What follows belongs to an exercise in optimizing a design on an open flow for small area, a short achievable clock period and few clock cycles per item; a production flow would make more cautious choices. In this exercise RTL edits were held to simulation tests only and were not proved equivalent to the original. The clock input has no modelled driver; a real chip could not lean on it and would need a root buffer or a full tree. Power is estimated from default activity; no workload was simulated.

## flow/design.v

```verilog
`timescale 1ns / 1ps
package acm_pkg;
    localparam int MAX_PATTERN = 64;
    localparam int ADDR_W      = $clog2(MAX_PATTERN);
    localparam int IDX_W       = $clog2(MAX_PATTERN + 1);
    localparam int POS_W       = 16;
    typedef enum logic {
        CMD_PATTERN = 1'b0,
        CMD_TEXT    = 1'b1
    } cmd_t;
endpackage
`timescale 1ns / 1ps
module acm_ram #(
    parameter int WIDTH = 8,
    parameter int DEPTH = 64
) (
    input  logic                     aclk,
    input  logic                     we,
    input  logic [$clog2(DEPTH)-1:0] waddr,
    input  logic [WIDTH-1:0]         wdata,
    input  logic [$clog2(DEPTH)-1:0] raddr,
    output logic [WIDTH-1:0]         rdata
);
    logic [WIDTH-1:0] mem [DEPTH];
    always_ff @(posedge aclk) begin
        if (we) begin
            mem[waddr] <= wdata;
        end
        rdata <= mem[raddr];
    end
endmodule
`timescale 1ns / 1ps
module apostolico_crochemore_matcher_core (
    input  logic             aclk,
    input  logic             aresetn,
    input  logic             s_valid,
    output logic             s_ready,
    input  logic             s_cmd,
    input  logic [7:0]       s_data,
    input  logic             s_last,
    output logic             m_valid,
    input  logic             m_ready,
    output logic             m_found,
    output logic [acm_pkg::POS_W-1:0] m_position
);
    localparam int N     = acm_pkg::MAX_PATTERN;    
    localparam int AW    = acm_pkg::ADDR_W;         
    localparam int IW    = acm_pkg::IDX_W;          
    localparam int POS_W = acm_pkg::POS_W;
    logic             sv, scmd, slast;      
    logic [7:0]       sdata;
    logic             iv, icmd, ilast;      
    logic [7:0]       idata;
    logic             acc, hold, rdy;
    assign acc = s_valid && rdy;
    always_ff @(posedge aclk) begin
        if (!hold) begin
            idata <= sv ? sdata : s_data;
            icmd  <= sv ? scmd  : s_cmd;
            ilast <= sv ? slast : s_last;
        end else if (!sv) begin
            sdata <= s_data;
            scmd  <= s_cmd;
            slast <= s_last;
        end
    end
    always_ff @(posedge aclk) begin
        if (!aresetn) begin
            iv  <= 1'b0;
            sv  <= 1'b0;
            rdy <= 1'b1;
        end else if (!hold) begin
            iv  <= sv || acc;
            sv  <= 1'b0;
            rdy <= 1'b1;
        end else begin
            sv  <= sv || acc;
            rdy <= !(sv || acc);
        end
    end
    logic             loading, have, restart;
    logic [IW-1:0]    kcnt;         
    logic [IW-1:0]    wc;           
    logic [POS_W-1:0] pc;           
    logic [AW-1:0]    h, hl;        
    logic             rv, ov, r_stall;
    logic [IW-1:0]    idx;
    logic             pat_go, txt_go, scan, wr, counted;
    logic [IW-1:0]    kcnt_new;
    assign r_stall = rv && ov && !m_ready;
    assign idx     = loading ? kcnt : '0;
    assign hold    = iv && (icmd ? r_stall : (loading && !kcnt[IW-1] && hl != '0));
    assign pat_go  = iv && !icmd && !hold;
    assign txt_go  = iv && icmd && !hold;
    assign scan    = txt_go && have;
    assign wr      = pat_go && !idx[IW-1];
    assign kcnt_new = idx[IW-1] ? idx : idx + IW'(1);
    assign counted  = (wc[IW-1:1] == '0);
    always_ff @(posedge aclk) begin
        if (!aresetn) begin
            loading <= 1'b0;
            have    <= 1'b0;
            kcnt    <= '0;
            h       <= '0;
            hl      <= '0;
        end else begin
            h  <= (wr && idx == '0) ? '0 : h + AW'(1);
            hl <= wr ? '0 : hl + AW'(1);
            if (pat_go) begin
                loading <= !ilast;
                kcnt    <= kcnt_new;
                have    <= ilast;
            end
        end
    end
    always_ff @(posedge aclk) begin
        if (pat_go && ilast) begin
            wc      <= kcnt_new;
            restart <= 1'b1;
        end else if (scan) begin
            if (counted) begin
                pc <= restart ? '0 : pc + POS_W'(1);
            end
            if (ilast) begin
                wc      <= kcnt;
                restart <= 1'b1;
            end else if (counted) begin
                restart <= 1'b0;
            end else begin
                wc <= wc - IW'(1);
            end
        end
    end
    logic [7:0] ring [N];
    always_ff @(posedge aclk) begin
        ring[0] <= wr ? idata : ring[N-1];
        for (int s = 1; s < N; s++) ring[s] <= ring[s-1];
    end
    logic [N-1:0] g, first, lastp;
    genvar gs;
    generate
        for (gs = 0; gs < N; gs++) begin : g_slot
            logic eq;
            assign eq        = (ring[gs] == idata);
            assign first[gs] = (h == AW'(gs));
            assign lastp[gs] = (hl == AW'((gs + 1) % N));
            always_ff @(posedge aclk) begin
                if (scan) begin
                    g[gs] <= (first[gs] || g[gs]) && eq;
                end else begin
                    g[gs] <= g[(gs + N - 1) % N];
                end
            end
        end
    endgenerate
    logic             rfirst, rf_hold, rfound, rcnt;
    logic             o_take;
    logic [POS_W:0]   od;
    assign rfound = rfirst ? (rcnt && |(g & lastp)) : rf_hold;
    assign o_take = !ov || m_ready;
    always_ff @(posedge aclk) begin
        if (!aresetn) begin
            rv <= 1'b0;
            ov <= 1'b0;
        end else begin
            if (txt_go) begin
                rv <= 1'b1;
            end else if (o_take) begin
                rv <= 1'b0;
            end
            if (o_take) begin
                ov <= rv;
            end
        end
    end
    always_ff @(posedge aclk) begin
        rfirst  <= txt_go;
        rf_hold <= rfound;
        if (txt_go) begin
            rcnt  <= have && counted;
        end
        if (o_take) begin
            od <= {rfound, rcnt ? pc : POS_W'(0)};
        end
    end
    assign s_ready    = rdy;
    assign m_valid    = ov;
    assign m_found    = od[POS_W];
    assign m_position = od[POS_W-1:0];
endmodule
```

## flow/flow/run.sh

```bash
#!/bin/bash
set -euo pipefail
export FLOW_CLOCK_PORT=aclk
bash standard.sh SETUP_SLACK_MARGIN=5.6 \
  "CTS_ARGS=-sink_clustering_enable -repair_clock_nets -sink_clustering_size 20 -sink_clustering_max_diameter 60 -buf_list sky130_fd_sc_hd__clkbuf_8 -dont_use_dummy_load" \
  "PRE_CTS_TCL=$PWD/flow/cts_hook.tcl" \
  finish > flow_standard.log 2>&1
```

## flow/flow/cts_hook.tcl

```tcl
rename clock_tree_synthesis my_orig_clock_tree_synthesis
proc clock_tree_synthesis { args } {
  my_orig_clock_tree_synthesis {*}$args
  set block [ord::get_db_block]
  set port_net [$block findNet $::env(FLOW_CLOCK_PORT)]
  set root ""
  foreach it [$port_net getITerms] {
    if { [$it getIoType] eq "INPUT" } {
      if { $root ne "" } { puts "cts_hook: clock port has more than one load, left as is"; return }
      set root [$it getInst]
    }
  }
  if { $root eq "" } { puts "cts_hook: no root buffer found"; return }
  set root_net [[$root findITerm X] getNet]
  set loads {}
  foreach it [$root_net getITerms] {
    if { [$it getInst] != $root } { lappend loads $it }
  }
  if { [llength $loads] > 4 } { puts "cts_hook: root buffer has [llength $loads] loads, left as is"; return }
  foreach it $loads { $it disconnect; $it connect $port_net }
  [$root findITerm A] disconnect
  [$root findITerm X] disconnect
  puts "cts_hook: removed [$root getName]; clock port now drives [llength $loads] buffers"
  odb::dbInst_destroy $root
  odb::dbNet_destroy $root_net
}
```

## flow/standard.sh

```bash
#!/bin/bash
# synth_recipe.tcl (not shown) runs the flow's synth.tcl, then flattens the netlist and writes it again
# the make line also repeats each setting of config.mk as NAME=value (left out here)
make -C /OpenROAD-flow-scripts/flow DESIGN_CONFIG=/design/flow/config.mk WORK_HOME=/design/flow/orfs CLKGATE_MAP_FILE= SYNTH_SCRIPT=/design/flow/synth_recipe.tcl "${@:-finish}"
```

## flow/config.mk

```make
export PLATFORM = sky130hd
export DESIGN_NAME = apostolico_crochemore_matcher_core
export DESIGN_NICKNAME = apostolico_crochemore_matcher_core
export VERILOG_FILES = /design/flow/design.v
export SDC_FILE = /design/flow/constraint.sdc
export NUM_CORES = 4
export LEC_CHECK = 0
export CAP_MARGIN = 20
export CORE_MARGIN = 2
export CORE_UTILIZATION = 70
export SLEW_MARGIN = 20
```

## flow/constraint.sdc

```tcl
create_clock -name core_clock -period 8.0 [get_ports {aclk}]
set_input_delay 1.6000 -clock core_clock [delete_from_list [all_inputs] [get_ports {aclk}]]
set_output_delay 1.6000 -clock core_clock [all_outputs]
set_load 0.01 [all_outputs]
```

==> qor.yml, run 1 <==
status:
  status: "no timing/DRC/antenna violations"
synth:
  synthesis.nets: 1973
  yosysWarningCount: 2
  post_syn_instances: 1947
  synth_edf_count: 61
  synth_seq_area_share: 0.605
  synthTopCellsByArea: "sky130_fd_sc_hd__dfxtp_1, sky130_fd_sc_hd__xnor2_1, sky130_fd_sc_hd__edfxtp_1"
  syn_area_per_cell_um2: 11.8
  ys_dominant_reg_cell: "sky130_fd_sc_hd__dfxtp_1"
  synth-seq-cells: 666
  yosysTopAreaCell: "sky130_fd_sc_hd__dfxtp_1"
  synth_area_um2: 23100
  async_flop_share: 0
  synth_top_cell_area_share: 0.525
  ys_types: 52
layout:
  area_delta_synth_final_pct: 10.8
  diodes: 0
  design_area_um2: 25500
  fin_cells: 2421
  utilization: 0.787
  most-common-layout-cells: "sky130_fd_sc_hd__dfxtp_1, sky130_fd_sc_hd__xnor2_1, sky130_fd_sc_hd__nand4_1, sky130_fd_sc_hd__a21oi_1, sky130_fd_sc_hd__edfxtp_1"
  filler_cell_count: 2073
  finalNetCount: 2007
  proportion_of_layout_cells_with_a_drive_suffix_above_1: 0.116
  final_common_cell: "sky130_fd_sc_hd__dfxtp_1"
global_route:
  grt_overflow_total: 0
  antenna_found_initial: 0
  via_count_of_the_first_global_routing_pass: 14000
  gr-usage-all-layers: 0.290
  grt_pass1_wl_um: 77500
  grt_start_max_net_pins: 41
clock_network:
  cts.hold.buffers_added: 0
  clock_insertion_delay_worst_skew_ns: 0.43
  clkSlewWorstSetupHoldPaths_ns: 0.11
  cts.sink_count: 666
die:
  core.rowCount: 66
  die_area_um2: 34400
  pin_count: 33
  dieHeight_um: 185
  placeable_area_um2: 32500
  die_w_um: 185
  initial_utilization: 0.710
timing:
  worst_slew_pin_slew_ns: 1.09
  setup_ws_post_layout_ns: 5.43
  timing.final.hold_violations: 0
  final.min_clock_period_ns: 2.57
  clock-skew-final_ns: 0.0483
  hold-worst-slack_ns: 0.330
  drv_slew: 0
  timing.fmax_mhz: 389
  setup_repair_after_global_routing_missed_its_margin: "yes"
  report.final.setup_viol: 0
  total_neg_setup_slack_ns: 0
  worst_slew_margin_rel: 0.274
  final_min_period_over_clock_period: 0.322
placement:
  dp.cells: 2339
  globalplace.congestion: 0.936
  preCtsSetupSlack_ns: 4.11
  placed_cell_area_um2: 23700
  portBuffers: 32
  detailedPlacementHpwl_um: 31300
detailed_routing:
  drcViolationCount: 0
  drt.antenna.violating_nets: 0
  dr_total_vias: 14100
  wl_per_cell_um: 20.8
  drt-total-wl_um: 50300
  drtPass1Iterations: 7
  drt_iter0_drc: 1047
  vias_per_cell: 5.82
critical_path:
  worst_path_largest_cell_delay_ns: 0.41
  cp_cell_sequence: "buf_2"
  r2r_end: "od[16]$_DFFE_PP_"
  worst-path-stages: 1
  worst-path-max-fanout: 1
  arrival_ns: 0.97
  critical_path.endpoint_type: "output pin"
  cp_num_buf_inv: 1
  critPathKind: "register to output pin"
  r2r_start: "hl[5]$_SDFF_PP0_"
  worstPathRequired_ns: 6.40
  crit_path_start_kind: "register"
  reg2regPathDepth: 6
  regToRegSetupSlack_ns: 5.62
  critical_path.endpoint: "m_found"
  critical-path-slowest-cell: "sky130_fd_sc_hd__edfxtp_1"
  critical_path_start: "od[16]$_DFFE_PP_"
  cp_top_family: "flip-flops"
run:
  cap_violations: 0
power:
  totalPowerFinal_mw: 5.26
  power.ir.vdd_worst_v: 0.000197
  power_density_nw_per_um2: 206
  p_leak_nw: 8.91
worst_hold_path:
  hold_path_class: "register to register"
  hold_start: "ring[59][0]$_DFF_P_"
[power breakdown]
part | internal, mW | switching (mW)
clock network | 0.454 | 0.934
logic | 0.179 | 0.209
registers | 3.43 | 0.0554
total | 4.07 | 1.20
[per-layer routing]
| metal | GRT usage | routed length, um |
|---|---|---|
| met3 | 0.0448 | 2840 |
| met5 | 0 | 0 |
| met4 | 0.0889 | 1680 |
| met1 | 0.412 | 22800 |
| met2 | 0.462 | 23000 |
[cells in the mapped netlist, drive strengths merged, types with 2 or more instances]
cell type	count
mux2i	8
nand3	21
a2111oi	5
nor4	33
nand4	133
a21boi	3
a21oi	88
o32ai	4
a311oi	2
a221oi	2
nor2	47
a211oi	2
nand2b	6
a32oi	4
or3b	2
buf	56
or2	2
a22oi	11
o21ai	13
and2	32
o41ai	33
clkbuf	43
a21o	33
dfxtp	605
ha	12
and3	10
xor2	16
o22ai	2
or3	6
nand2	64
a31oi	3
mux2	19
xnor2	521
nor2b	10
nor3	7
inv	21
edfxtp	61
[state kept, by name, indices dropped and copies added (netlist names), 6 cells and up]
name / flops
ring: 512
wc: 7
sdata: 8
kcnt: 7
h: 6
hl: 6
pc: 16
idata: 8
g: 64
od: 17
[worst min-delay path by stage]
stage	endpoint	slack (ns)	cells past startpoint
floorplan	ring[10][0]$_DFF_P_	0.35	0
global placement	ring[34][6]$_DFF_P_	0.35	0
detailed placement	ring[53][0]$_DFF_P_	0.35	0
CTS	ring[60][0]$_DFF_P_	0.33	0
global route	ring[60][0]$_DFF_P_	0.33	0
finish	ring[60][0]$_DFF_P_	0.33	0
[logic make-up (layout without fill, tap and decap cells)]
logic type               count (synthesis)  in the layout  share of synthesized area
flip-flops                             666            666                      0.605
XOR/XNOR                               537            537                      0.204
AND/OR/NAND/NOR                        375            375                     0.0889
AO/OA/AOI/OAI                          210            210                     0.0604
buffers and inverters                  120            152                     0.0214
multiplexers                            27             27                     0.0139
adder cells (fa/ha/maj)                 12             12                    0.00651
[what timing repair did]
action,CTS,global route
cloned,12,5
pin swaps,11,35
resized for setup,183,39
setup endpoints to repair,182,101
endpoints found under the hold margin,0,0
buffers inserted,12,13
[area by class of cell]
| class | instances | area (um^2) | share of cell area |
|---|---|---|---|
| clock buffers | 40 | 551 | 0.0215 |
| inverters | 21 | 85.1 | 0.00333 |
| multi-input cells | 1161 | 9270 | 0.363 |
| flip-flops and latches | 666 | 14000 | 0.546 |
| well taps | 442 | 553 | 0.0216 |
| repair buffers | 91 | 1130 | 0.0444 |
Testbench counts, summed over its fixed seeds: cycles 28,267, text beats 26,169.
==> run 2: changes to the inputs <==
==> flow/flow/run.sh (replaced) <==
#!/bin/bash
set -euo pipefail
export FLOW_CLOCK_PORT=aclk
bash standard.sh SETUP_SLACK_MARGIN=5.4 \
  "CTS_ARGS=-sink_clustering_enable -repair_clock_nets -sink_clustering_size 20 -sink_clustering_max_diameter 60 -buf_list sky130_fd_sc_hd__clkbuf_8 -dont_use_dummy_load" \
  "PRE_CTS_TCL=$PWD/flow/cts_hook.tcl" \
  finish > flow_standard.log 2>&1
==> run 2 against run 1 <==
Worst setup slack lost 0.026 ns. Still clean. Die area is the same. Critical path type is now primary input to register. Final area shrank 2.7%. Routed wire length grew 2.0%. Largest power group unchanged. Clock power is essentially flat.
==> qor.yml, run 2 <==
synth:
  yosysTopAreaCell: "sky130_fd_sc_hd__dfxtp_1"
  yosysWarningCount: 2
  synth_commonest_cells: "sky130_fd_sc_hd__dfxtp_1, sky130_fd_sc_hd__xnor2_1, sky130_fd_sc_hd__nand4_1"
  synth_seq_area_share: 0.605
  most_used_standard_cell_by_instance_count_after_synthesis: "sky130_fd_sc_hd__dfxtp_1"
  ys_types: 52
  synthTopCellsByArea: "sky130_fd_sc_hd__dfxtp_1, sky130_fd_sc_hd__xnor2_1, sky130_fd_sc_hd__edfxtp_1"
  synthesis.nets: 1973
  syn_area_per_cell_um2: 11.8
  post_syn_instances: 1947
  synth_top_cell_area_share: 0.525
  synth-seq-cells: 666
  async_flop_share: 0
  synth_edf_count: 61
  synth_area_um2: 23100
  ys_dominant_reg_cell: "sky130_fd_sc_hd__dfxtp_1"
detailed_routing:
  wl_per_cell_um: 21.3
  drtPass1Iterations: 5
  drt.antenna.violating_nets: 0
  drt_iter0_drc: 1104
  drcViolationCount: 0
  vias_per_cell: 5.83
  dr_total_vias: 14000
  drt-total-wl_um: 51300
power:
  power_density_nw_per_um2: 212
  p_leak_nw: 8.47
  power.ir.vdd_worst_v: 0.000164
  totalPowerFinal_mw: 5.27
critical_path:
  worst-path-max-fanout: 6
  worstPathRequired_ns: 8.33
  critPathKind: "primary input to register"
  r2r_start: "hl[0]$_SDFF_PP0_"
  crit_path_start_kind: "primary input"
  critical_path_start: "m_ready"
  critical_path.endpoint_type: "register"
  arrival_ns: 2.93
worst_hold_path:
  hold_start: "ring[12][1]$_DFF_P_"
  hold_path_class: "register to register"
timing:
  total_neg_setup_slack_ns: 0
  timing.fmax_mhz: 385
  drv_slew: 0
  worst_slew_margin_rel: 0.362
  clock-skew-final_ns: 0.0667
  final_min_period_over_clock_period: 0.325
  final.min_clock_period_ns: 2.60
  report.final.setup_viol: 0
  timing.final.hold_violations: 0
  setup_repair_after_global_routing_missed_its_margin: "yes"
  worst_slew_pin_slew_ns: 0.958
global_route:
  gr-usage-all-layers: 0.298
  grt_start_max_net_pins: 50
  grt_pass1_wl_um: 78300
  via_count_of_the_first_global_routing_pass: 13900
  antenna_found_initial: 1
  grt_overflow_total: 0
layout:
  largestRegisters: "ring x512, g x64, od x17"
  most-common-layout-cells: "sky130_fd_sc_hd__dfxtp_1, sky130_fd_sc_hd__xnor2_1, sky130_fd_sc_hd__nand4_1, sky130_fd_sc_hd__a21oi_1, sky130_fd_sc_hd__edfxtp_1"
  finalNetCount: 1991
  proportion_of_layout_cells_with_a_drive_suffix_above_1: 0.0917
  largest_reg_flops: 512
  area_delta_synth_final_pct: 7.85
  diodes: 0
  final_common_cell: "sky130_fd_sc_hd__dfxtp_1"
  largest_register: "ring"
  filler_cell_count: 2204
  utilization: 0.766
placement:
  detailedPlacementHpwl_um: 32400
  portBuffers: 32
  globalplace.congestion: 0.939
die:
  die_area_um2: 34400
  die_w_um: 185
  initial_utilization: 0.710
  dieHeight_um: 185
  placeable_area_um2: 32500
  core.rowCount: 66
  pin_count: 33
status:
  status: "no timing/DRC/antenna violations"
clock_network:
  clock_insertion_delay_worst_skew_ns: 0.43
  clkSlewWorstSetupHoldPaths_ns: 0.11
  cts.sink_count: 666
run:
  cap_violations: 0
## run 2: logic make-up after synthesis
group	synth area share
flip-flops	0.605
XOR/XNOR	0.204
AND/OR/NAND/NOR	0.0889
AO/OA/AOI/OAI	0.0604
buffers and inverters	0.0214
multiplexers	0.0139
adder cells (fa/ha/maj)	0.00651
## run 2: worst paths after layout
kind / slack, ns / cells after the start / endpoint
setup / recovery: 5.40 / 8 / g[61]$_DFF_P_
hold / removal: 0.29 / 0 / ring[13][1]$_DFF_P_
setup reg to reg: 5.48 / 8 / od[16]$_DFFE_PP_
hold reg to reg: 0.29 / 0 / ring[13][1]$_DFF_P_
## run 2: area by class of cell
class	instances	area (um^2)	share of cell area
Inverter	21	85.1	0.00342
Multi-Input combinational cell	1163	9010	0.362
Timing Repair Buffer	72	703	0.0283
Tap cell	442	553	0.0222
Sequential cell	666	13900	0.561
Clock buffer	41	564	0.0227
## run 2: repair_timing
action                     in CTS  in global routing
setup endpoints to repair     166                 56
hold buffers                    0                  0
gates resized for setup       109                 34
buffers inserted                7                 11
gates cloned                    5                  1
pin swaps                       3                  4
## run 2: routing by layer
layer  wire length (um)  GRT usage  vias to the layer above  part of all wire
li1                   -          -                     6613                 -
met3               3110     0.0489                      128             0.061
met5                  0          0                        -                 0
met2              23400      0.484                      445              0.46
met1              22800      0.405                     6834              0.45
met4               1920      0.104                        0             0.037
## run 2: critical path, cell delays in order
cell and delay, ns:
sky130_fd_sc_hd__clkdlybuf4s15_2 0.19, sky130_fd_sc_hd__nor2b_4 0.06, sky130_fd_sc_hd__a21oi_4 0.22, sky130_fd_sc_hd__nand2_8 0.10
sky130_fd_sc_hd__buf_12 0.19, sky130_fd_sc_hd__buf_12 0.14, sky130_fd_sc_hd__nor4_2 0.31, sky130_fd_sc_hd__a21o_1 0.11
## run 2: metrics by stage
step / setup slack, ns / hold WS, ns / area (um^2) / cells
detailed placement: 4.03 / 0.355 / 23700 / 2340
global route: 5.35 / 0.291 / 24900 / 2405
finish: 5.40 / 0.291 / 24900 / 2405
global placement: 4.11 / 0.353 / 23700 / 2340
floorplan: 5.28 / 0.350 / 23100 / 1947
CTS: 5.40 / 0.290 / 24600 / 2393
## run 2: report_power, final
part | switching [mW] | internal, mW | total, mW
sequential | 0.0561 | 3.43 | 3.49
combinational | 0.215 | 0.177 | 0.392
clock | 0.925 | 0.465 | 1.39
total | 1.20 | 4.07 | 5.27
==> run 3: changes to the inputs <==
==> flow/flow/run.sh (replaced) <==
#!/bin/bash
set -euo pipefail
export FLOW_CLOCK_PORT=aclk
bash standard.sh SETUP_SLACK_MARGIN=5.5 \
  "CTS_ARGS=-sink_clustering_enable -repair_clock_nets -sink_clustering_size 20 -sink_clustering_max_diameter 60 -buf_list sky130_fd_sc_hd__clkbuf_8 -dont_use_dummy_load" \
  "PRE_CTS_TCL=$PWD/flow/cts_hook.tcl" \
  finish > flow_standard.log 2>&1
--- a/flow/config.mk
+++ b/flow/config.mk
@@ -7,5 +7,5 @@
 export LEC_CHECK = 0
 export CAP_MARGIN = 20
 export CORE_MARGIN = 2
-export CORE_UTILIZATION = 70
+export CORE_UTILIZATION = 60
 export SLEW_MARGIN = 20
==> run 3 against run 2 <==
Register-to-register slack worse by 0.06 ns. Clock-buffer cell count did not move. Cell count grew 3.3%. Clock skew fell by 0.00053 ns. Total power rose by 0.23%. Final area up 1.4%. Largest power group unchanged.
==> qor.yml, run 3 <==
layout:
  final_common_cell: "sky130_fd_sc_hd__dfxtp_1"
  design_area_um2: 25200
  largest_reg_flops: 512
  largest_register: "ring"
  utilization: 0.668
  proportion_of_layout_cells_with_a_drive_suffix_above_1: 0.103
  filler_cell_count: 2909
  fin_cells: 2485
  finalNetCount: 2000
  most-common-layout-cells: "sky130_fd_sc_hd__dfxtp_1, sky130_fd_sc_hd__xnor2_1, sky130_fd_sc_hd__nand4_1, sky130_fd_sc_hd__a21oi_1, sky130_fd_sc_hd__edfxtp_1"
  largestRegisters: "ring x512, g x64, od x17"
  area_delta_synth_final_pct: 9.35
synth:
  synth_compound_area_frac: 0.0604
  async_flop_share: 0
  synth_edf_count: 61
  post_syn_instances: 1947
  yosysWarningCount: 2
  synth_top_cell_area_share: 0.525
  yosysTopAreaCell: "sky130_fd_sc_hd__dfxtp_1"
  ys_dominant_reg_cell: "sky130_fd_sc_hd__dfxtp_1"
  yosys-mux-area-fraction: 0.0139
  most_used_standard_cell_by_instance_count_after_synthesis: "sky130_fd_sc_hd__dfxtp_1"
  synth-xor-area-share: 0.204
  synth_commonest_cells: "sky130_fd_sc_hd__dfxtp_1, sky130_fd_sc_hd__xnor2_1, sky130_fd_sc_hd__nand4_1"
  synthTopCellsByArea: "sky130_fd_sc_hd__dfxtp_1, sky130_fd_sc_hd__xnor2_1, sky130_fd_sc_hd__edfxtp_1"
  synth_area_um2: 23100
  synth_seq_area_share: 0.605
  synthesis.nets: 1973
  adder_cell_area_share_of_the_yosys_netlist: 0.00651
  ys_types: 52
  syn_area_per_cell_um2: 11.8
  synth-simple-area-share: 0.0889
  synth-seq-cells: 666
  combinational_family_with_the_most_area_after_synthesis: "XOR/XNOR gates"
global_route:
  via_count_of_the_first_global_routing_pass: 13800
  gr-usage-all-layers: 0.266
  grt_start_max_net_pins: 46
  antenna_found_initial: 0
  grt_overflow_total: 0
  grt_pass1_wl_um: 80900
clock_network:
  clock_insertion_delay_worst_skew_ns: 0.43
  cts.sink_count: 666
  cts.hold.buffers_added: 0
  clkSlewWorstSetupHoldPaths_ns: 0.12
die:
  dieHeight_um: 200
  core.rowCount: 71
  die_w_um: 200
  initial_utilization: 0.611
  placeable_area_um2: 37800
  pin_count: 33
  die_area_um2: 40000
detailed_routing:
  drt-total-wl_um: 52400
  drcViolationCount: 0
  dr_total_vias: 13800
  drtPass1Iterations: 5
  wl_per_cell_um: 21.1
  vias_per_cell: 5.56
  drt_iter0_drc: 747
  drt.antenna.violating_nets: 0
power:
  p_leak_nw: 8.66
  totalPowerFinal_mw: 5.28
  power.ir.vdd_worst_v: 0.000182
  power_density_nw_per_um2: 210
critical_path:
  critical_path.endpoint_type: "register"
  worstPathRequired_ns: 8.08
  worst_path_largest_cell_delay_ns: 0.55
  critical-path-slowest-cell: "sky130_fd_sc_hd__a2111oi_1"
  regToRegSetupSlack_ns: 5.42
  cp_num_buf_inv: 2
  worst-path-max-fanout: 7
  reg2regPathDepth: 9
  r2r_start: "hl[0]$_SDFF_PP0_"
  cp_top_family: "compound AO/OA/AOI/OAI gates"
  crit_path_start_kind: "register"
  arrival_ns: 2.66
  critPathKind: "register to register"
  r2r_end: "od[16]$_DFFE_PP_"
  cp_cell_sequence: "inv_1 -> ha_4 -> buf_4 -> a21boi_0 -> a2111oi_0 -> a2111oi_1 -> nand4_1 -> and3b_2 -> a21oi_1"
placement:
  preCtsSetupSlack_ns: 3.98
  dp.cells: 2410
  portBuffers: 32
  placed_cell_area_um2: 23800
  globalplace.congestion: 0.944
  detailedPlacementHpwl_um: 33700
worst_hold_path:
  min_path_cells: 0
  hold_start: "ring[4][4]$_DFF_P_"
  hold_path_class: "register to register"
  holdPathEnd: "ring[5][4]$_DFF_P_"
timing:
  final.min_clock_period_ns: 2.58
  clock-skew-final_ns: 0.0662
  timing.fmax_mhz: 388
  timing.final.hold_violations: 0
  worst_slew_pin_slew_ns: 0.874
  total_neg_setup_slack_ns: 0
  setup_ws_post_layout_ns: 5.42
  hold-worst-slack_ns: 0.329
  drv_slew: 0
  report.final.setup_viol: 0
  final_min_period_over_clock_period: 0.323
  setup_repair_after_global_routing_missed_its_margin: "yes"
  worst_slew_margin_rel: 0.417
run:
  cap_violations: 0
status:
  status: "no timing/DRC/antenna violations"
==> run 3: how the worst max path moves through the flow <==
| stage | from | end | slack, ns | depth (start not counted) |
|---|---|---|---|---|
| finish | hl[0]$_SDFF_PP0_ | od[16]$_DFFE_PP_ | 5.42 | 9 |
| global route | hl[0]$_SDFF_PP0_ | od[16]$_DFFE_PP_ | 5.38 | 9 |
| CTS | od[16]$_DFFE_PP_ | m_found | 5.44 | 1 |
| detailed placement | m_ready | g[57]$_DFF_P_ | 3.98 | 7 |
| global placement | m_ready | g[62]$_DFF_P_ | 4.05 | 7 |
| floorplan | m_ready | wc[0]$_DFFE_PP_ | 5.28 | 6 |
==> run 3: where the power goes <==
group	leakage (nW)	internal (mW)	switching [mW]
Combinational	2.85	0.180	0.215
Sequential	5.51	3.43	0.0575
Clock	0.295	0.465	0.933
==> run 3: cell families after synthesis <==
logic type,Yosys count
flops,666
xor+xnor,537
simple gates,375
compound gates,210
buf+inv,120
mux,27
fa+ha+maj,12
==> run 3: routing by layer <==
metal / vias up / GRT usage / routed length [um] / part of all wire
li1: 6660 / - / - / -
met1: 6788 / 0.366 / 24200 / 0.46
met2: 277 / 0.439 / 24400 / 0.47
met3: 99 / 0.0324 / 2350 / 0.045
met4: 0 / 0.0842 / 1540 / 0.029
met5: - / 0 / 0 / 0
==> run 3: layout make-up <==
cell class	instances	area, um^2	share of cell area
timing repair buffer	80	783	0.0311
multi-input combinational	1164	9180	0.364
sequential	666	14000	0.553
antenna	2	5.00	0.000199
clock buffer	41	564	0.0224
tap	511	639	0.0254
inverter	21	85.1	0.00338
==> run 3: what timing repair did <==
action / CTS / global route
cloned: 7 / 1
setup buffers: 14 / 10
pin swaps: 5 / 11
gates resized for setup: 129 / 56
endpoints found under the setup margin: 172 / 89
==> run 4: changes to the inputs <==
--- a/flow/config.mk
+++ b/flow/config.mk
@@ -7,5 +7,6 @@
 export LEC_CHECK = 0
 export CAP_MARGIN = 20
 export CORE_MARGIN = 2
-export CORE_UTILIZATION = 60
+export CORE_UTILIZATION = 70
+export PLACE_DENSITY_LB_ADDON = 0.1
 export SLEW_MARGIN = 20
==> run 4 against run 3 <==
Critical path depth shrank 8. Die area shrank 14%. Sequential cell count is the same.
==> qor.yml, run 4 <==
status:
  status: "no timing/DRC/antenna violations"
timing:
  timing.final.hold_violations: 0
  worst_slew_pin_slew_ns: 1.08
  drv_slew: 0
  final_min_period_over_clock_period: 0.324
  report.final.setup_viol: 0
  timing.fmax_mhz: 385
  worst_slew_margin_rel: 0.280
  setup_repair_after_global_routing_missed_its_margin: "yes"
  final.min_clock_period_ns: 2.60
  clock-skew-final_ns: 0.0483
  total_neg_setup_slack_ns: 0
synth:
  adder_cell_area_share_of_the_yosys_netlist: 0.00651
  yosysWarningCount: 2
  synthTopCellsByArea: "sky130_fd_sc_hd__dfxtp_1, sky130_fd_sc_hd__xnor2_1, sky130_fd_sc_hd__edfxtp_1"
  ys_dominant_reg_cell: "sky130_fd_sc_hd__dfxtp_1"
  yosysTopAreaCell: "sky130_fd_sc_hd__dfxtp_1"
  synthesis.nets: 1973
  synth-seq-cells: 666
  synth_top_cell_area_share: 0.525
  syn_area_per_cell_um2: 11.8
  synth_compound_area_frac: 0.0604
  ys_types: 52
  synth_edf_count: 61
  async_flop_share: 0
  yosys-mux-area-fraction: 0.0139
  synth_commonest_cells: "sky130_fd_sc_hd__dfxtp_1, sky130_fd_sc_hd__xnor2_1, sky130_fd_sc_hd__nand4_1"
  post_syn_instances: 1947
  synth_area_um2: 23100
  synth-simple-area-share: 0.0889
  synth_seq_area_share: 0.605
  combinational_family_with_the_most_area_after_synthesis: "XOR/XNOR gates"
  synth-xor-area-share: 0.204
  most_used_standard_cell_by_instance_count_after_synthesis: "sky130_fd_sc_hd__dfxtp_1"
detailed_routing:
  drt.antenna.violating_nets: 0
  vias_per_cell: 5.75
  drcViolationCount: 0
  dr_total_vias: 13800
  wl_per_cell_um: 20.0
  met2_length_um: 22400
  highest_layer: "met4"
  drtPass1Iterations: 5
  drt-total-wl_um: 47800
  drt_iter0_drc: 1042
  detail_route.wirelength.met1_um: 21300
  met3WireLength_um: 2730
die:
  pin_count: 33
  dieHeight_um: 185
  die_w_um: 185
  initial_utilization: 0.710
  core.rowCount: 66
  placeable_area_um2: 32500
  die_area_um2: 34400
critical_path:
  critPathKind: "register to output pin"
  worst-path-max-fanout: 1
  worst_path_largest_cell_delay_ns: 0.43
  crit_path_start_kind: "register"
  arrival_ns: 1.00
  critical_path.endpoint_type: "output pin"
  cp_cell_sequence: "buf_2"
  critical-path-slowest-cell: "sky130_fd_sc_hd__edfxtp_1"
  cp_num_buf_inv: 1
  worstPathRequired_ns: 6.40
  cp_top_family: "flip-flops"
layout:
  finalNetCount: 1983
  most-common-layout-cells: "sky130_fd_sc_hd__dfxtp_1, sky130_fd_sc_hd__xnor2_1, sky130_fd_sc_hd__nand4_1, sky130_fd_sc_hd__a21oi_1, sky130_fd_sc_hd__edfxtp_1"
  largestRegisters: "ring x512, g x64, od x17"
  utilization: 0.765
  final_common_cell: "sky130_fd_sc_hd__dfxtp_1"
  area_delta_synth_final_pct: 7.64
  design_area_um2: 24800
  largest_reg_flops: 512
  proportion_of_layout_cells_with_a_drive_suffix_above_1: 0.0895
  largest_register: "ring"
  diodes: 0
  filler_cell_count: 2164
power:
  power_density_nw_per_um2: 211
  p_leak_nw: 8.43
  power.ir.vdd_worst_v: 0.000195
  totalPowerFinal_mw: 5.25
placement:
  placed_cell_area_um2: 23700
  portBuffers: 32
  detailedPlacementHpwl_um: 31000
  globalplace.congestion: 0.932
global_route:
  via_count_of_the_first_global_routing_pass: 13900
  grt_overflow_total: 0
  gr-usage-all-layers: 0.281
  grt_start_max_net_pins: 41
  antenna_found_initial: 0
  grt_pass1_wl_um: 75300
run:
  cap_violations: 0
clock_network:
  cts.hold.buffers_added: 0
  cts.sink_count: 666
  clock_insertion_delay_worst_skew_ns: 0.41
  clkSlewWorstSetupHoldPaths_ns: 0.12
worst_hold_path:
  hold_path_class: "register to register"
-- run 4: area by class of cell --
| cell class | instances | area [um^2] | area share |
|---|---|---|---|
| repair buffers | 65 | 624 | 0.0252 |
| inverters | 21 | 81.3 | 0.00328 |
| well taps | 442 | 553 | 0.0223 |
| multi-input cells | 1163 | 9050 | 0.365 |
| flip-flops and latches | 666 | 14000 | 0.562 |
| clock buffers | 40 | 551 | 0.0222 |
-- run 4: metal layers --
metal,global-route usage,vias up
li1,-,6612
met1,0.388,6700
met2,0.454,365
met3,0.0462,98
met4,0.0937,0
met5,0,-
-- run 4: worst paths after layout --
check	cells after the start	start	endpoint	slack, ns
hold / removal	0	ring[32][0]$_DFF_P_	ring[33][0]$_DFF_P_	0.32
setup / recovery	1	od[16]$_DFFE_PP_	m_found	5.40
hold reg to reg	0	ring[32][0]$_DFF_P_	ring[33][0]$_DFF_P_	0.32
setup reg to reg	6	hl[5]$_SDFF_PP0_	od[16]$_DFFE_PP_	5.58
-- run 4: kinds of logic (layout without fill, tap and decap cells) --
logic type | count (synthesis) | after routing
buffers and inverters | 120 | 126
flip-flops | 666 | 666
adder cells (fa/ha/maj) | 12 | 12
AO/OA/AOI/OAI | 210 | 210
AND/OR/NAND/NOR | 375 | 377
XOR/XNOR | 537 | 537
multiplexers | 27 | 27
-- run 4: repair_timing --
item | in CTS | in global routing
gates cloned | 5 | 1
pin swaps | 5 | 9
setup endpoints to repair | 178 | 91
buffers inserted | 9 | 3
gates resized for setup | 129 | 35
-- run 4: report_power, final --
part / internal (mW) / leakage, nW / switching [mW]
combinational: 0.175 / 2.63 / 0.207
clock: 0.455 / 0.288 / 0.922
sequential: 3.43 / 5.51 / 0.0558
-- run 4: through the flow --
step	instances	setup WS (ns)	hold slack, ns
floorplan	1947	5.28	0.350
global placement	2339	4.16	0.351
global route	2397	5.37	0.322
detailed placement	2339	4.06	0.355
CTS	2393	5.39	0.323
finish	2397	5.40	0.319
==> run 5: changes to the inputs <==
--- a/flow/config.mk
+++ b/flow/config.mk
@@ -8,5 +8,5 @@
 export CAP_MARGIN = 20
 export CORE_MARGIN = 2
 export CORE_UTILIZATION = 70
-export PLACE_DENSITY_LB_ADDON = 0.1
 export SLEW_MARGIN = 20
+export TNS_END_PERCENT = 50
==> run 5 against run 4 <==
Hold slack worse by 0.0015 ns. Worst setup slack better by 0.040 ns. Sequential share of layout area down 0.58 points. Die area unchanged. Sequential power about the same. Via count up 1.4%. Register-to-register slack worse by 0.05 ns.
==> qor.yml, run 5 <==
detailed_routing:
  drcViolationCount: 0
  drtPass1Iterations: 8
  wl_per_cell_um: 20.2
  vias_per_cell: 5.79
  drt_iter0_drc: 1196
  drt.antenna.violating_nets: 0
  drt-total-wl_um: 48800
  dr_total_vias: 14000
run:
  cap_violations: 0
die:
  initial_utilization: 0.710
  die_area_um2: 34400
  pin_count: 33
  dieHeight_um: 185
  core.rowCount: 66
  placeable_area_um2: 32500
  die_w_um: 185
synth:
  ys_types: 52
  most_used_standard_cell_by_instance_count_after_synthesis: "sky130_fd_sc_hd__dfxtp_1"
  yosysWarningCount: 2
  synthesis.nets: 1973
  synth_top_cell_area_share: 0.525
  synth-seq-cells: 666
  yosysTopAreaCell: "sky130_fd_sc_hd__dfxtp_1"
  synth_seq_area_share: 0.605
  synth_area_um2: 23100
  ys_dominant_reg_cell: "sky130_fd_sc_hd__dfxtp_1"
  syn_area_per_cell_um2: 11.8
  post_syn_instances: 1947
  synthTopCellsByArea: "sky130_fd_sc_hd__dfxtp_1, sky130_fd_sc_hd__xnor2_1, sky130_fd_sc_hd__edfxtp_1"
  synth_commonest_cells: "sky130_fd_sc_hd__dfxtp_1, sky130_fd_sc_hd__xnor2_1, sky130_fd_sc_hd__nand4_1"
  synth_edf_count: 61
  async_flop_share: 0
timing:
  timing.fmax_mhz: 391
  total_neg_setup_slack_ns: 0
  setup_ws_post_layout_ns: 5.44
  setup_repair_after_global_routing_missed_its_margin: "yes"
  final.min_clock_period_ns: 2.56
  worst_slew_margin_rel: 0.302
  drv_slew: 0
  worst_slew_pin_slew_ns: 1.04
  final_min_period_over_clock_period: 0.319
  report.final.setup_viol: 0
  timing.final.hold_violations: 0
  clock-skew-final_ns: 0.0658
  hold-worst-slack_ns: 0.318
status:
  status: "no timing/DRC/antenna violations"
layout:
  diodes: 0
  finalNetCount: 1998
  most-common-layout-cells: "sky130_fd_sc_hd__dfxtp_1, sky130_fd_sc_hd__xnor2_1, sky130_fd_sc_hd__nand4_1, sky130_fd_sc_hd__a21oi_1, sky130_fd_sc_hd__edfxtp_1"
  area_delta_synth_final_pct: 8.74
  fin_cells: 2412
  filler_cell_count: 2176
  final_common_cell: "sky130_fd_sc_hd__dfxtp_1"
  largestRegisters: "ring x512, g x64, od x17"
  largest_register: "ring"
  proportion_of_layout_cells_with_a_drive_suffix_above_1: 0.100
  multi_input_comb_area_um2: 9150
  area_of_all_sequential_standard_cells_um2: 13900
  largest_reg_flops: 512
global_route:
  antenna_found_initial: 0
  via_count_of_the_first_global_routing_pass: 13700
  grt_pass1_wl_um: 75900
  grt_overflow_total: 0
  grt_start_max_net_pins: 41
  gr-usage-all-layers: 0.285
placement:
  globalplace.congestion: 0.919
  dp.cells: 2340
  portBuffers: 32
  detailedPlacementHpwl_um: 31500
  preCtsSetupSlack_ns: 4.06
critical_path:
  cp_top_family: "flip-flops"
  cp_cell_sequence: "buf_2"
  critical-path-slowest-cell: "sky130_fd_sc_hd__edfxtp_1"
  worst_path_largest_cell_delay_ns: 0.41
  crit_path_start_kind: "register"
  critPathKind: "register to output pin"
  worstPathRequired_ns: 6.40
  regToRegSetupSlack_ns: 5.53
  worst-path-max-fanout: 1
  arrival_ns: 0.96
  critical_path.endpoint_type: "output pin"
  cp_num_buf_inv: 1
clock_network:
  clock_insertion_delay_worst_skew_ns: 0.44
  cts.hold.buffers_added: 0
  cts.sink_count: 666
  clkSlewWorstSetupHoldPaths_ns: 0.11
worst_hold_path:
  hold_path_class: "register to register"
power:
  p_leak_nw: 8.62
  power.ir.vdd_worst_v: 0.000171
  power_density_nw_per_um2: 209
==> run 5: cell counts after synthesis <==
Identical to the previous run, type by type.
==> run 5: stage by stage <==
stage                      util  area, um^2  power [mW]
after CTS                 0.769       25000        5.25
after global routing      0.772       25100        5.41
after global placement    0.730       23700        3.92
after detailed placement  0.730       23700        3.93
final                     0.772       25100        5.24
after floorplan               -       23100        3.83
==> run 5: final timing paths <==
| check | from | to | depth (start not counted) |
|---|---|---|---|
| max | od[16]$_DFFE_PP_ | m_found | 1 |
| min | ring[13][4]$_DFF_P_ | ring[14][4]$_DFF_P_ | 0 |
| max reg2reg | hl[0]$_SDFF_PP0_ | od[16]$_DFFE_PP_ | 8 |
| min reg2reg | ring[13][4]$_DFF_P_ | ring[14][4]$_DFF_P_ | 0 |
==> run 5: routing by layer <==
metal | up-vias | GRT usage | wire (um)
met5 | - | 0 | 0
met4 | 0 | 0.0898 | 1590
met3 | 119 | 0.0458 | 2640
met2 | 404 | 0.459 | 22400
met1 | 6795 | 0.397 | 22200
li1 | 6648 | - | -
==> run 5: power by group <==
group / total, mW / switching, mW / internal (mW)
registers: 3.49 / 0.0543 / 3.43
clock network: 1.36 / 0.919 / 0.444
logic: 0.388 / 0.210 / 0.177
==> run 5: layout make-up <==
class                      instances  share of cell area
multi-input combinational       1164               0.365
inverter                          21             0.00339
tap                              442              0.0221
sequential                       666               0.556
clock buffer                      39              0.0214
timing repair buffer              80              0.0318
==> run 5: kinds of logic after synthesis <==
logic type	share of synthesized area
AO/OA/AOI/OAI	0.0604
AND/OR/NAND/NOR	0.0889
adder cells (fa/ha/maj)	0.00651
multiplexers	0.0139
XOR/XNOR	0.204
flip-flops	0.605
buffers and inverters	0.0214
==> run 5: repair_timing <==
| action | in CTS | in global routing |
|---|---|---|
| gates cloned | 9 | 0 |
| endpoints found under the setup margin | 177 | 101 |
| gates resized for setup | 112 | 44 |
| setup buffers | 13 | 11 |
| pin swaps | 14 | 4 |
| endpoints found under the hold margin | 0 | 0 |
==> run 6: changes to the inputs <==
--- a/flow/config.mk
+++ b/flow/config.mk
@@ -9,4 +9,3 @@
 export CORE_MARGIN = 2
 export CORE_UTILIZATION = 70
 export SLEW_MARGIN = 20
-export TNS_END_PERCENT = 50
==> run 6 against run 5 <==
Clock power about the same. Area after synthesis stayed put. Routed wire length fell by 2.7%. Utilization down 1.5 points. Critical path depth stayed put. Global-route usage decreased by 0.52 points. Fmax is 0.14% lower. Sequential share of layout area up 1.1 points. First-iteration DRC count decreased by 29%. Critical path type unchanged. Critical endpoint unchanged.
==> qor.yml, run 6 <==
layout:
  finalNetCount: 1978
  area_of_all_sequential_standard_cells_um2: 14000
  largest_register: "ring"
  diodes: 0
  filler_cell_count: 2270
  utilization: 0.758
  largest_reg_flops: 512
  largestRegisters: "ring x512, g x64, od x17"
  final_common_cell: "sky130_fd_sc_hd__dfxtp_1"
  area_delta_synth_final_pct: 6.66
  most-common-layout-cells: "sky130_fd_sc_hd__dfxtp_1, sky130_fd_sc_hd__xnor2_1, sky130_fd_sc_hd__nand4_1, sky130_fd_sc_hd__a21oi_1"
  proportion_of_layout_cells_with_a_drive_suffix_above_1: 0.0821
  multi_input_comb_area_um2: 8930
power:
  p_leak_nw: 8.30
  switching_share_of_power: 0.226
  internal_power_mw: 4.06
  switchingPower_mw: 1.18
  power.ir.vdd_worst_v: 0.000191
  power.share.sequential: 0.665
  power_frac_clock: 0.263
  power_density_nw_per_um2: 213
  comb_power_share: 0.072
critical_path:
  worst_path_largest_cell_delay_ns: 0.41
  worst-path-max-fanout: 1
  critPathKind: "register to output pin"
  cp_top_family: "flip-flops"
  regToRegSetupSlack_ns: 5.52
  critical-path-slowest-cell: "sky130_fd_sc_hd__edfxtp_1"
  arrival_ns: 0.96
  reg2regPathDepth: 7
  critical_path.endpoint_type: "output pin"
  cp_cell_sequence: "buf_2"
  worst-path-stages: 1
  crit_path_start_kind: "register"
  cp_num_buf_inv: 1
  worstPathRequired_ns: 6.40
synth:
  syn_area_per_cell_um2: 11.8
  combinational_family_with_the_most_area_after_synthesis: "XOR/XNOR gates"
  adder_cell_area_share_of_the_yosys_netlist: 0.00651
  yosys-mux-area-fraction: 0.0139
  synth-seq-cells: 666
  synthTopCellsByArea: "sky130_fd_sc_hd__dfxtp_1, sky130_fd_sc_hd__xnor2_1, sky130_fd_sc_hd__edfxtp_1"
  most_used_standard_cell_by_instance_count_after_synthesis: "sky130_fd_sc_hd__dfxtp_1"
  synth-xor-area-share: 0.204
  ys_dominant_reg_cell: "sky130_fd_sc_hd__dfxtp_1"
  yosysWarningCount: 2
  synth_area_um2: 23100
  synth_commonest_cells: "sky130_fd_sc_hd__dfxtp_1, sky130_fd_sc_hd__xnor2_1, sky130_fd_sc_hd__nand4_1"
  synth_seq_area_share: 0.605
  async_flop_share: 0
  synth_edf_count: 61
  synth-simple-area-share: 0.0889
  ys_types: 52
  synth_compound_area_frac: 0.0604
  post_syn_instances: 1947
  synth_top_cell_area_share: 0.525
  yosysTopAreaCell: "sky130_fd_sc_hd__dfxtp_1"
  synthesis.nets: 1973
timing:
  setup_repair_after_global_routing_missed_its_margin: "yes"
  final.min_clock_period_ns: 2.56
  clock-skew-final_ns: 0.0359
  worst_slew_pin_slew_ns: 1.14
  drv_slew: 0
  timing.final.hold_violations: 0
  final_min_period_over_clock_period: 0.320
  timing.fmax_mhz: 391
  report.final.setup_viol: 0
  total_neg_setup_slack_ns: 0
  worst_slew_margin_rel: 0.241
worst_hold_path:
  hold_path_class: "register to register"
  min_path_cells: 0
detailed_routing:
  vias_per_cell: 5.72
  drcViolationCount: 0
  drt-total-wl_um: 47500
  dr_total_vias: 13700
  drt.antenna.violating_nets: 0
  drtPass1Iterations: 5
  drt_iter0_drc: 851
  wl_per_cell_um: 19.9
global_route:
  antenna_found_initial: 0
  gr-usage-all-layers: 0.280
  grt_overflow_total: 0
  via_count_of_the_first_global_routing_pass: 13700
  grt_pass1_wl_um: 75200
  grt_start_max_net_pins: 41
die:
  core.rowCount: 66
  die_area_um2: 34400
  initial_utilization: 0.710
  dieHeight_um: 185
  placeable_area_um2: 32500
  die_w_um: 185
  pin_count: 33
placement:
  portBuffers: 32
  detailedPlacementHpwl_um: 31400
  globalplace.congestion: 0.918
clock_network:
  cts.hold.buffers_added: 0
  clock_insertion_delay_worst_skew_ns: 0.41
  cts.sink_count: 666
  clkSlewWorstSetupHoldPaths_ns: 0.12
run:
  cap_violations: 0
status:
  status: "no timing/DRC/antenna violations"
==> run 6: cell count changes in the layout (fill, tap and decap cells not counted), sizes merged <==
cell          delta
bufbuf           -1
clkinvlp         -1
dlymetal6s2s     -1
clkbuf          -13
dlygate4sd2      +1
nand2            -1
inv              +1
buf              -5
==> run 6: worst paths after layout <==
kind / startpoint / endpoint
max reg2reg: hl[0]$_SDFF_PP0_ / wc[1]$_DFFE_PP_
min: ring[61][5]$_DFF_P_ / ring[62][5]$_DFF_P_
max: od[16]$_DFFE_PP_ / m_found
min reg2reg: ring[61][5]$_DFF_P_ / ring[62][5]$_DFF_P_
==> run 6: layout make-up <==
| cell class | count | area share |
|---|---|---|
| multi-input cells | 1163 | 0.363 |
| inverters | 21 | 0.00331 |
| repair buffers | 60 | 0.0214 |
| clock buffers | 40 | 0.0224 |
| flip-flops and latches | 666 | 0.567 |
| well taps | 442 | 0.0225 |
==> run 6: through the flow <==
stage	power (mW)	cell area (um^2)	cells	hold slack [ns]	setup WS (ns)
6_report	5.25	24600	2392	0.341	5.44
5_1_grt	5.43	24600	2392	0.349	5.43
4_1_cts	5.26	24400	2390	0.343	5.43
3_5_place_dp	3.93	23700	2339	0.355	4.06
3_3_place_gp	3.92	23700	2339	0.351	4.14
2_1_floorplan	3.83	23100	1947	0.350	5.28
==> run 6: cells by family (layout without fill, tap and decap cells) <==
kind of cell / after synthesis / after routing
DFF: 666 / 666
xor gates and xnor gates: 537 / 537
and+or+nand+nor: 375 / 377
AOI/OAI and AO/OA: 210 / 210
buffers and inverters: 120 / 121
muxes: 27 / 27
adders and majority gates: 12 / 12
==> run 6: repair_timing <==
item | CTS | global route
buffers inserted | 7 | 2
gates resized for setup | 114 | 28
setup endpoints to repair | 177 | 63
gates cloned | 4 | 0
endpoints found under the hold margin | 0 | 0
pin swaps | 3 | 1
==> run 6: power groups by stage <==
stage	Clock [mW]	Combinational (mW)	Sequential, mW
floorplan	0	0.289	3.54
global placement	0	0.358	3.56
detailed placement	0	0.367	3.56
CTS	1.40	0.374	3.49
global route	1.52	0.410	3.50
finish	1.38	0.378	3.49
==> run 6: routing by layer <==
metal	wire, um	share of wire	up-vias	track usage
met1	22000	0.46	6656	0.395
met5	0	0	-	0
met2	21700	0.46	337	0.448
met4	1410	0.030	0	0.0867
li1	-	-	6594	-
met3	2380	0.050	92	0.0423
==> run 7: changes to the inputs <==
==> flow/flow/run.sh (replaced) <==
#!/bin/bash
set -euo pipefail
export FLOW_CLOCK_PORT=aclk
bash standard.sh SETUP_SLACK_MARGIN=5.5 \
  "CTS_ARGS=-sink_clustering_enable -repair_clock_nets -sink_clustering_size 18 -sink_clustering_max_diameter 55 -buf_list sky130_fd_sc_hd__clkbuf_8 -dont_use_dummy_load" \
  "PRE_CTS_TCL=$PWD/flow/cts_hook.tcl" \
  finish > flow_standard.log 2>&1
==> run 7 against run 6 <==
Total power rose by 1.5%. Area after synthesis unchanged. Sequential power about the same. Utilization up 2.4 points. Global-route usage grew 0.61 points. Routed wire length up 2.4%. Worst setup slack worse by 0.019 ns. Via count up 1.5%. Largest power group unchanged. First-iteration DRC count is 19% higher. Final area is 3.2% higher. Largest cell class unchanged.
==> qor.yml, run 7 <==
timing:
  setup_ws_post_layout_ns: 5.42
  drv_slew: 0
  setup_repair_after_global_routing_missed_its_margin: "yes"
  report.final.setup_viol: 0
  worst_slew_margin_rel: 0.247
  timing.fmax_mhz: 388
  total_neg_setup_slack_ns: 0
  clock-skew-final_ns: 0.0550
  final.min_clock_period_ns: 2.58
  worst_slew_pin_slew_ns: 1.13
  final_min_period_over_clock_period: 0.322
  hold-worst-slack_ns: 0.324
  timing.final.hold_violations: 0
global_route:
  antenna_found_initial: 0
  grt_pass1_wl_um: 76600
  grt_overflow_total: 0
  via_count_of_the_first_global_routing_pass: 14000
  grt_start_max_net_pins: 41
  gr-usage-all-layers: 0.286
layout:
  proportion_of_layout_cells_with_a_drive_suffix_above_1: 0.106
  final_common_cell: "sky130_fd_sc_hd__dfxtp_1"
  largest_register: "ring"
  diodes: 0
  largest_reg_flops: 512
  largestRegisters: "ring x512, g x64, od x17"
  most-common-layout-cells: "sky130_fd_sc_hd__dfxtp_1, sky130_fd_sc_hd__xnor2_1, sky130_fd_sc_hd__nand4_1, sky130_fd_sc_hd__a21oi_1, sky130_fd_sc_hd__nand2_1"
  finalNetCount: 2003
  filler_cell_count: 2105
  utilization: 0.782
  fin_cells: 2417
  design_area_um2: 25400
  area_delta_synth_final_pct: 10.1
die:
  dieHeight_um: 185
  die_w_um: 185
  initial_utilization: 0.710
  core.rowCount: 66
  placeable_area_um2: 32500
  pin_count: 33
  die_area_um2: 34400
critical_path:
  crit_path_start_kind: "register"
  cp_cell_sequence: "buf_2"
  worst_path_largest_cell_delay_ns: 0.41
  critical_path.endpoint_type: "output pin"
  cp_num_buf_inv: 1
  regToRegSetupSlack_ns: 5.53
  critical-path-slowest-cell: "sky130_fd_sc_hd__edfxtp_1"
  cp_top_family: "flip-flops"
  critPathKind: "register to output pin"
  worst-path-max-fanout: 1
  arrival_ns: 0.98
  worstPathRequired_ns: 6.40
synth:
  yosysTopAreaCell: "sky130_fd_sc_hd__dfxtp_1"
  synthTopCellsByArea: "sky130_fd_sc_hd__dfxtp_1, sky130_fd_sc_hd__xnor2_1, sky130_fd_sc_hd__edfxtp_1"
  most_used_standard_cell_by_instance_count_after_synthesis: "sky130_fd_sc_hd__dfxtp_1"
  synthesis.nets: 1973
  ys_dominant_reg_cell: "sky130_fd_sc_hd__dfxtp_1"
  synth-seq-cells: 666
  syn_area_per_cell_um2: 11.8
  synth_seq_area_share: 0.605
  synth_commonest_cells: "sky130_fd_sc_hd__dfxtp_1, sky130_fd_sc_hd__xnor2_1, sky130_fd_sc_hd__nand4_1"
  synth_top_cell_area_share: 0.525
  post_syn_instances: 1947
  synth_edf_count: 61
  ys_types: 52
  async_flop_share: 0
  yosysWarningCount: 2
  synth_area_um2: 23100
worst_hold_path:
  hold_path_class: "register to register"
placement:
  globalplace.congestion: 0.918
  detailedPlacementHpwl_um: 31400
  portBuffers: 32
  preCtsSetupSlack_ns: 4.06
  placed_cell_area_um2: 23700
  dp.cells: 2339
detailed_routing:
  vias_per_cell: 5.74
  drt_iter0_drc: 1013
  drtPass1Iterations: 6
  drcViolationCount: 0
  drt-total-wl_um: 48700
  wl_per_cell_um: 20.1
  dr_total_vias: 13900
  drt.antenna.violating_nets: 0
power:
  p_leak_nw: 8.93
  power.share.sequential: 0.655
  power_density_nw_per_um2: 210
  switching_share_of_power: 0.226
  power_frac_clock: 0.271
  switchingPower_mw: 1.20
  internal_power_mw: 4.12
  power.ir.vdd_worst_v: 0.000225
  totalPowerFinal_mw: 5.32
  comb_power_share: 0.073
status:
  status: "no timing/DRC/antenna violations"
run:
  cap_violations: 0
clock_network:
  clkSlewWorstSetupHoldPaths_ns: 0.10
  cts.sink_count: 666
  cts.hold.buffers_added: 0
  clock_insertion_delay_worst_skew_ns: 0.44
run 7: layer usage:
layer,vias up,track usage,part of all wire
met5,-,0,0
met4,0,0.0892,0.024
met1,6763,0.399,0.46
met3,91,0.0470,0.053
met2,361,0.459,0.46
li1,6664,-,-
run 7: layout make-up:
cell class	count	area, um^2	share of cell area
inverters	21	81.3	0.00320
repair buffers	78	830	0.0327
well taps	442	553	0.0218
multi-input cells	1165	9340	0.368
flip-flops and latches	666	13900	0.550
clock buffers	45	619	0.0244
run 7: kinds of logic (layout without fill, tap and decap cells):
family / count (synthesis) / after routing / synth area share
flip-flops: 666 / 666 / 0.605
multiplexers: 27 / 27 / 0.0139
buffers and inverters: 120 / 144 / 0.0214
XOR/XNOR: 537 / 537 / 0.204
adder cells (fa/ha/maj): 12 / 12 / 0.00651
AND/OR/NAND/NOR: 375 / 379 / 0.0889
AO/OA/AOI/OAI: 210 / 210 / 0.0604
run 7: path summary, 6_finish.rpt:
| check | start | endpoint | cells after the start |
|---|---|---|---|
| min | ring[23][1]$_DFF_P_ | ring[24][1]$_DFF_P_ | 0 |
| max reg2reg | hl[1]$_SDFF_PP0_ | od[16]$_DFFE_PP_ | 9 |
| min reg2reg | ring[23][1]$_DFF_P_ | ring[24][1]$_DFF_P_ | 0 |
| max | od[16]$_DFFE_PP_ | m_found | 1 |
run 7: worst reg2reg max path, cell delays in order, from the launching register on:
cell	delay, ns
sky130_fd_sc_hd__dfxtp_1	0.47
sky130_fd_sc_hd__inv_1	0.16
sky130_fd_sc_hd__ha_4	0.21
sky130_fd_sc_hd__buf_12	0.14
sky130_fd_sc_hd__a21boi_0	0.22
sky130_fd_sc_hd__a2111oi_1	0.10
sky130_fd_sc_hd__a2111oi_0	0.41
sky130_fd_sc_hd__nand4_1	0.12
sky130_fd_sc_hd__and3b_1	0.26
sky130_fd_sc_hd__a21oi_1	0.13
run 7: power by group through the flow:
| stage | registers [mW] | clock network (mW) | logic, mW |
|---|---|---|---|
| after floorplan | 3.54 | 0 | 0.289 |
| after detailed placement | 3.56 | 0 | 0.367 |
| after global placement | 3.56 | 0 | 0.358 |
| after CTS | 3.49 | 1.46 | 0.383 |
| final | 3.49 | 1.44 | 0.391 |
| after global routing | 3.50 | 1.59 | 0.422 |
run 7: repair_timing:
action,CTS,global route
endpoints found under the hold margin,0,0
buffers inserted,17,6
resized for setup,151,42
gates cloned,9,1
pin swaps,22,14
setup endpoints to repair,177,81
==> run 8: changes to the inputs <==
==> flow/flow/run.sh (replaced) <==
#!/bin/bash
set -euo pipefail
export FLOW_CLOCK_PORT=aclk
bash standard.sh SETUP_SLACK_MARGIN=5.5 \
  "CTS_ARGS=-sink_clustering_enable -repair_clock_nets -sink_clustering_size 20 -sink_clustering_max_diameter 60 -buf_list sky130_fd_sc_hd__clkbuf_8 -root_buf sky130_fd_sc_hd__clkbuf_16 -dont_use_dummy_load" \
  "PRE_CTS_TCL=$PWD/flow/cts_hook.tcl" \
  finish > flow_standard.log 2>&1
==> run 8 against run 7 <==
Register-to-register slack worse by 0.03 ns. Still clean on timing, DRC and antenna. Clock power about the same. Area after synthesis unchanged. Synthesized cell count did not move. Critical path type is now primary input to register. Fmax increased by 1.6%. Via count grew 1.2%. Worst setup slack improved by 0.040 ns. Sequential power about the same. Clock skew down 0.023 ns. Routed wire length rose by 3.1%. First-iteration DRC count decreased by 6.1%.
==> qor.yml, run 8 <==
critical_path:
  critical_path.endpoint_type: "register"
  critPathKind: "primary input to register"
  worst-path-max-fanout: 8
  arrival_ns: 2.59
  r2r_end: "wc[1]$_DFFE_PP_"
  critical-path-slowest-cell: "sky130_fd_sc_hd__a21oi_4"
  worst_path_largest_cell_delay_ns: 0.20
  cp_cell_sequence: "buf_6 -> nor2b_4 -> a21oi_4 -> nand2_8 -> buf_12 -> nor2b_4 -> buf_12 -> buf_16"
  worstPathRequired_ns: 8.06
  r2r_start: "hl[1]$_SDFF_PP0_"
  reg2regPathDepth: 7
  regToRegSetupSlack_ns: 5.50
  crit_path_start_kind: "primary input"
die:
  placeable_area_um2: 32500
  die_w_um: 185
  core.rowCount: 66
  dieHeight_um: 185
  pin_count: 33
  die_area_um2: 34400
  initial_utilization: 0.710
global_route:
  grt_overflow_total: 0
  via_count_of_the_first_global_routing_pass: 14100
  grt_pass1_wl_um: 77500
  gr-usage-all-layers: 0.289
  grt_start_max_net_pins: 41
  antenna_found_initial: 0
synth:
  ys_types: 52
  most_used_standard_cell_by_instance_count_after_synthesis: "sky130_fd_sc_hd__dfxtp_1"
  async_flop_share: 0
  synthTopCellsByArea: "sky130_fd_sc_hd__dfxtp_1, sky130_fd_sc_hd__xnor2_1, sky130_fd_sc_hd__edfxtp_1"
  synth_seq_area_share: 0.605
  synth_commonest_cells: "sky130_fd_sc_hd__dfxtp_1, sky130_fd_sc_hd__xnor2_1, sky130_fd_sc_hd__nand4_1"
  synth-seq-cells: 666
  syn_area_per_cell_um2: 11.8
  yosysTopAreaCell: "sky130_fd_sc_hd__dfxtp_1"
  synth_area_um2: 23100
  synth_top_cell_area_share: 0.525
  synth_edf_count: 61
  post_syn_instances: 1947
  synthesis.nets: 1973
  ys_dominant_reg_cell: "sky130_fd_sc_hd__dfxtp_1"
  yosysWarningCount: 2
timing:
  timing.final.hold_violations: 0
  total_neg_setup_slack_ns: 0
  hold-worst-slack_ns: 0.346
  final.min_clock_period_ns: 2.54
  drv_slew: 0
  final_min_period_over_clock_period: 0.317
  worst_slew_pin_slew_ns: 1.01
  timing.fmax_mhz: 394
  setup_repair_after_global_routing_missed_its_margin: "yes"
  report.final.setup_viol: 0
  clock-skew-final_ns: 0.0316
  worst_slew_margin_rel: 0.323
worst_hold_path:
  holdPathEnd: "ring[62][5]$_DFF_P_"
  hold_start: "ring[61][5]$_DFF_P_"
  hold_path_class: "register to register"
  min_path_cells: 0
clock_network:
  clkSlewWorstSetupHoldPaths_ns: 0.12
  cts.sink_count: 666
  clock_insertion_delay_worst_skew_ns: 0.37
  cts.hold.buffers_added: 0
detailed_routing:
  drtPass1Iterations: 5
  wl_per_cell_um: 20.8
  drt.antenna.violating_nets: 0
  drt_iter0_drc: 951
  drcViolationCount: 0
  dr_total_vias: 14000
  vias_per_cell: 5.83
  drt-total-wl_um: 50200
layout:
  area_delta_synth_final_pct: 10.8
  largestRegisters: "ring x512, g x64, od x17"
  filler_cell_count: 2093
  diodes: 0
  finalNetCount: 1994
  final_common_cell: "sky130_fd_sc_hd__dfxtp_1"
  most-common-layout-cells: "sky130_fd_sc_hd__dfxtp_1, sky130_fd_sc_hd__xnor2_1, sky130_fd_sc_hd__nand4_1, sky130_fd_sc_hd__a21oi_1"
  fin_cells: 2408
  largest_reg_flops: 512
  design_area_um2: 25500
  largest_register: "ring"
  proportion_of_layout_cells_with_a_drive_suffix_above_1: 0.112
placement:
  globalplace.congestion: 0.918
  portBuffers: 32
  dp.cells: 2339
  placed_cell_area_um2: 23700
  detailedPlacementHpwl_um: 31400
run:
  cap_violations: 0
power:
  p_leak_nw: 9.13
  power.share.sequential: 0.656
  switchingPower_mw: 1.21
  power_density_nw_per_um2: 208
  comb_power_share: 0.074
  internal_power_mw: 4.11
  power.ir.vdd_worst_v: 0.000192
  switching_share_of_power: 0.227
  power_frac_clock: 0.270
status:
  status: "no timing/DRC/antenna violations"
[run 8: changes by cell type in the layout (fill, tap and decap cells not counted), moves of 2 or more]
cell,previous run,this run
sky130_fd_sc_hd__clkbuf_8,45,36
sky130_fd_sc_hd__clkbuf_16,0,7
sky130_fd_sc_hd__nor4_1,12,2
sky130_fd_sc_hd__o41ai_2,22,26
sky130_fd_sc_hd__buf_4,26,20
sky130_fd_sc_hd__nor4_2,5,8
sky130_fd_sc_hd__buf_12,8,6
sky130_fd_sc_hd__buf_6,6,8
sky130_fd_sc_hd__nor4_4,16,23
sky130_fd_sc_hd__o41ai_1,6,0
sky130_fd_sc_hd__o41ai_4,5,7
[run 8: how the worst max path moves through the flow]
stage          slack, ns  cells after the start              from                  end
4_1_cts             5.49                      1  od[16]$_DFFE_PP_              m_found
3_3_place_gp        4.14                      7           m_ready         g[2]$_DFF_P_
5_1_grt             5.42                      8  hl[0]$_SDFF_PP0_     od[16]$_DFFE_PP_
6_report            5.46                      8           m_ready  pc[9]$_SDFFCE_PP0P_
2_1_floorplan       5.28                      6           m_ready      wc[0]$_DFFE_PP_
3_5_place_dp        4.06                      7           m_ready        g[52]$_DFF_P_
[run 8: cell families (layout without fill, tap and decap cells)]
logic type      count (synthesis)  in the layout  share of synthesized area
simple gates                  375            379                     0.0889
flops                         666            666                      0.605
fa+ha+maj                      12             12                    0.00651
mux                            27             27                     0.0139
xor+xnor                      537            537                      0.204
buf+inv                       120            135                     0.0214
compound gates                210            210                     0.0604
[run 8: repair_timing]
item,4_1_cts,5_1_grt
cloned,9,3
endpoints found under the setup margin,178,98
pin swaps,8,24
resized for setup,194,31
buffers inserted,11,5
[run 8: through the flow]
stage | utilization | total power [mW] | setup WS (ns)
floorplan | - | 3.83 | 5.28
global placement | 0.730 | 3.92 | 4.14
detailed placement | 0.730 | 3.93 | 4.06
CTS | 0.776 | 5.32 | 5.49
global route | 0.787 | 5.50 | 5.42
finish | 0.787 | 5.32 | 5.46
[run 8: power by group through the flow]
stage | clock network, mW | logic (mW) | registers, mW
detailed placement | 0 | 0.367 | 3.56
CTS | 1.45 | 0.382 | 3.49
finish | 1.44 | 0.396 | 3.49
global route | 1.57 | 0.427 | 3.50
floorplan | 0 | 0.289 | 3.54
global placement | 0 | 0.358 | 3.56
[run 8: area by class of cell]
| type | instances | area, um^2 | area share |
|---|---|---|---|
| Sequential cell | 666 | 13900 | 0.546 |
| Clock buffer | 40 | 596 | 0.0233 |
| Inverter | 21 | 81.3 | 0.00318 |
| Timing Repair Buffer | 74 | 815 | 0.0319 |
| Multi-Input combinational cell | 1165 | 9540 | 0.374 |
| Tap cell | 442 | 553 | 0.0217 |
[run 8: routing by layer]
metal	up-vias	GRT usage	wire, um
met1	6826	0.403	22600
met2	429	0.467	23100
met4	0	0.0892	1930
li1	6648	-	-
met3	145	0.0436	2540
met5	-	0	0
[run 8: worst max-delay path: cells and delay by family]
kind,cells,cell delay [ns]
compound gates,1,0.20
buf+inv,4,0.52
simple gates,3,0.25

[what the ideal ports hide]
No port has a modelled driver above. Below, the same layouts with a new extraction and two added sets of constraints. Step 1, drivers: a clkbuf_16 drives aclk and a buf_2 each remaining input, both assumed. Step 2, shift: input delay + t, output delay - t, t = (earliest + latest rising clock arrival at the registers) / 2. This alone moves slack from input paths to output paths. Three values: ideal ports, drivers, drivers and shift; two values: the first two.
run | t (ns) | setup slack, ns | worst setup path at the end | slew at the worst register clock pin (ns)
run 1 | 0.492 | 5.426 / 5.336 / 5.090 | input to register | 0.12 / 0.12
run 2 | 0.492 | 5.400 / 5.351 / 4.971 | input to register | 0.12 / 0.12
run 3 | 0.499 | 5.419 / 5.358 / 5.010 | input to register | 0.12 / 0.12
run 4 | 0.480 | 5.404 / 5.312 / 5.083 | input to register | 0.12 / 0.12
run 5 | 0.481 | 5.444 / 5.362 / 5.081 | input to register | 0.12 / 0.12
run 6 | 0.487 | 5.441 / 5.352 / 5.046 | input to register | 0.12 / 0.12
run 7 | 0.495 | 5.422 / 5.334 / 4.999 | input to register | 0.11 / 0.11
run 8 | 0.448 | 5.462 / 5.402 / 5.071 | input to register | 0.12 / 0.12
After both steps every run listed still meets setup and hold. For run 2, which loses most, drivers alone change the setup slack by -0.049 ns; drivers and shift together by -0.429 ns.
